This design comes from an exercise in tuning for small area on the open sky130 flow, not from production work.
Function was checked by simulation only, so behaviour that the tests miss may differ from the original.
Power is estimated from default activity; no workload was simulated.

Design tower_defense_top, start of the top module:
module tower_defense_top (
    input  logic       clk,
    input  logic       reset_i,
    input  logic       visible_i,
    input  video_pkg::coord_t     x_i,
    input  video_pkg::coord_t     y_i,
    input  logic       btn_up_i,
    input  logic       btn_down_i,
    input  logic       btn_left_i,
    input  logic       btn_right_i,
    input  logic       btn_center_i,
    output video_pkg::rgb_t       pixel_o,
    output logic [3:0] lives_o
);
Size in the first run: roughly 48 flip-flops, ~44 I/O pins.
Settings: LEC_CHECK=0, ABC_AREA=1, CAP_MARGIN=0, CORE_MARGIN=2, CORE_UTILIZATION=62, CTS_BUF_LIST=sky130_fd_sc_hd__clkbuf_8, GPL_TIMING_DRIVEN=0, SETUP_SLACK_MARGIN=0.0, SLEW_MARGIN=0; clock period 12.0 ns.
standard.sh (not shown) runs the stock make flow with config.mk's settings and CLKGATE_MAP_FILE= SYNTH_SCRIPT=/design/flow/synth_recipe.tcl, a recipe that flattens the netlist after the stock synthesis.
==> flow/flow/run.sh <==
#!/bin/bash
# Standard layout, with the smallest buffer on every input and output port
# instead of the delay cell buffer_ports picks by default.
set -euo pipefail
bash standard.sh 'BUFFER_PORTS_ARGS=-buffer_cell sky130_fd_sc_hd__buf_1' finish > standard_flow.log 2>&1
Rerun with:
--- a/flow/design.v
+++ b/flow/design.v
@@ -244,17 +244,17 @@
     logic        vert;
     logic        dneg;
     logic [1:0]  ksel;
     logic [7:0]  csel;
     logic        corner;
     logic        sx, sy;
     logic [4:0]  khb;
     logic        seg6end;
-    logic [4:0]  hb;
+    logic [4:0]  nhb;
     logic [4:0]  hx, hy;
     logic [4:0]  ar;
     logic        borrow;
     logic [5:0]  zax, zay;
     logic        zcx, zcy;
     logic [4:0]  xrx, xry;
     logic [5:0]  xqx, xqy;
     logic [4:0]  xr;
@@ -317,21 +317,21 @@
         case (sin)
             3'd0: begin sx = 1'b0; sy = 1'b1; khb = 5'(15 - 507 + 73 + 1); end
             3'd1: begin sx = 1'b0; sy = 1'b0; khb = 5'(15 - 507 - 307); end
             3'd2: begin sx = 1'b1; sy = 1'b0; khb = 5'(15 + 133 - 307 + 1); end
             3'd3: begin sx = 1'b1; sy = 1'b1; khb = 5'(15 + 133 + 177 + 2); end
             3'd4: begin sx = 1'b0; sy = 1'b1; khb = 5'(15 - 387 + 177 + 1); end
             default: begin sx = 1'b0; sy = 1'b0; khb = 5'(15 - 387 - 407); end
         endcase
-        hx = 5'(sx ? ~x_i[4:0] : x_i[4:0]);
-        hy = 5'(sy ? ~y_i[4:0] : y_i[4:0]);
-        if (corner)       hb = 5'(game_pkg::radd(12'(game_pkg::radd(12'(hx), 12'(hy), 1'b0)), 12'(khb), 1'b0));
-        else if (seg6end) hb = 5'(game_pkg::radd(12'(~x_i[4:0]), 12'd23, 1'b0));    
-        else              hb = 5'd15;
+        hx = 5'(sx ? x_i[4:0] : ~x_i[4:0]);
+        hy = 5'(sy ? y_i[4:0] : ~y_i[4:0]);
+        if (corner)       nhb = 5'(game_pkg::radd(12'(game_pkg::radd(12'(hx), 12'(hy), 1'b0)), 12'(5'(33 - khb)), 1'b0));
+        else if (seg6end) nhb = 5'(game_pkg::radd(12'(x_i[4:0]), 12'd9, 1'b0));    
+        else              nhb = ~5'd15;
         ar     = ar_i[ksel*5 +: 5];
         borrow = borrow_i[ksel];
         zax = {1'b0, x_i[9:5]} + {1'b0, x_i[4:0]};
         zcx = zax[5] || (zax[4:0] == 5'd31);
         xrx = zcx ? 5'(game_pkg::radd(12'(zax[4:0]), 12'd1, 1'b0)) : zax[4:0];
         xqx = 6'(game_pkg::radd(12'(x_i[9:5]), 12'd0, zcx));
         zay = {1'b0, y_i[9:5]} + {1'b0, y_i[4:0]};
         zcy = zay[5] || (zay[4:0] == 5'd31);
@@ -345,27 +345,27 @@
         r    = cy ? 5'(game_pkg::radd(12'(sum0[4:0]), 12'd1, 1'b0)) : sum0[4:0];
         pp  = 8'(game_pkg::radd(12'(wrap_i), 12'(csel), borrow));
         xq2 = dneg ? {2'b00, xq} : ~{2'b00, xq};
         mm  = pp + xq2 + {7'd0, !cy};
         ex    = (mm[7:4] == 4'b0000) || (mm[7:3] == 5'b01001) || (mm[7:3] == 5'b01010);
         slot  = {mm[3] ^ mm[6], mm[2:0]};
         moved = !game_pkg::rge(12'(slot), 12'(pos_i));
         tneg  = first && borrow && (xq == 6'd0) && !cy;
-        dlo = 6'(game_pkg::radd(12'(r), ~(12'(hb)), 1'b1));
+        dlo = 6'(game_pkg::radd(12'(r), 12'(nhb), 1'b1));
         hit_o = valid && !tneg && ex &&
-                (moved ? (!dlo[5] && dlo != 6'd0) : (!dlo[5] && r != 5'd30));
+                (moved ? (dlo[5] && dlo[4:0] != 5'd0) : (dlo[5] && r != 5'd30));
     end
 endmodule
 module scene_render (
     input  video_pkg::coord_t     x_i,
     input  video_pkg::coord_t     y_i,
     input  logic                  visible_i,
     input  game_pkg::game_state_e state_i,
-    input  logic [9:0]            cur_x_i,
+    input  logic [9:0]            cur_x_i,    
     input  logic [9:0]            cur_y_i,
     input  logic [4:0]            pos_i,
     input  logic [4:0]            spawn_cnt_i,
     input  logic [6:0]            wrap_i,
     output video_pkg::rgb_t       pixel_o
 );
     logic       on_grid;
     logic       on_path;
Effect: Sequential power is about the same. Die area decreases by 1.0%. Utilization increases by 0.17 points. Routed wire length barely changes. Hold slack gains 5.3 ps. Cell count decreases by 1.7%. Global-route usage increases by 0.33 points. Sequential share of layout area barely changes. First-iteration DRC count increases by 31%. Maximum frequency hardly moves.

re-timing with driven ports:
The results above use ideal ports. As a check the final layouts listed here were re-extracted and re-timed, cells and wires unchanged. Step 1 assumes that a clkbuf_16 drives the clock port and a buf_2 every other input. Step 2 adds t to the input delays and takes it off the output delays; t is the mean of the earliest and latest rising clock arrival at the registers after step 1. Input paths then give back, and output paths get back, about the clock's delay inside the block. Slacks: no drivers / after step 1 / after step 2; pairs: no drivers / after step 1.
| run | t (ns) | setup slack, ns | hold WS [ns] | worst setup path at the end | latest minus earliest clock arrival (ns) |
|---|---|---|---|---|---|
| the first run | 0.342 | 0.408 / 0.386 / 0.386 | 0.415 / 0.415 / 0.415 | input to output | 0.009 / 0.010 |
| the second run | 0.352 | 0.404 / 0.381 / 0.381 | 0.421 / 0.421 / 0.421 | input to output | 0.019 / 0.019 |
After both steps setup and hold are still met in every run listed. For the second run, which loses most, drivers alone change the setup slack by -0.023 ns; drivers and shift together by -0.023 ns.
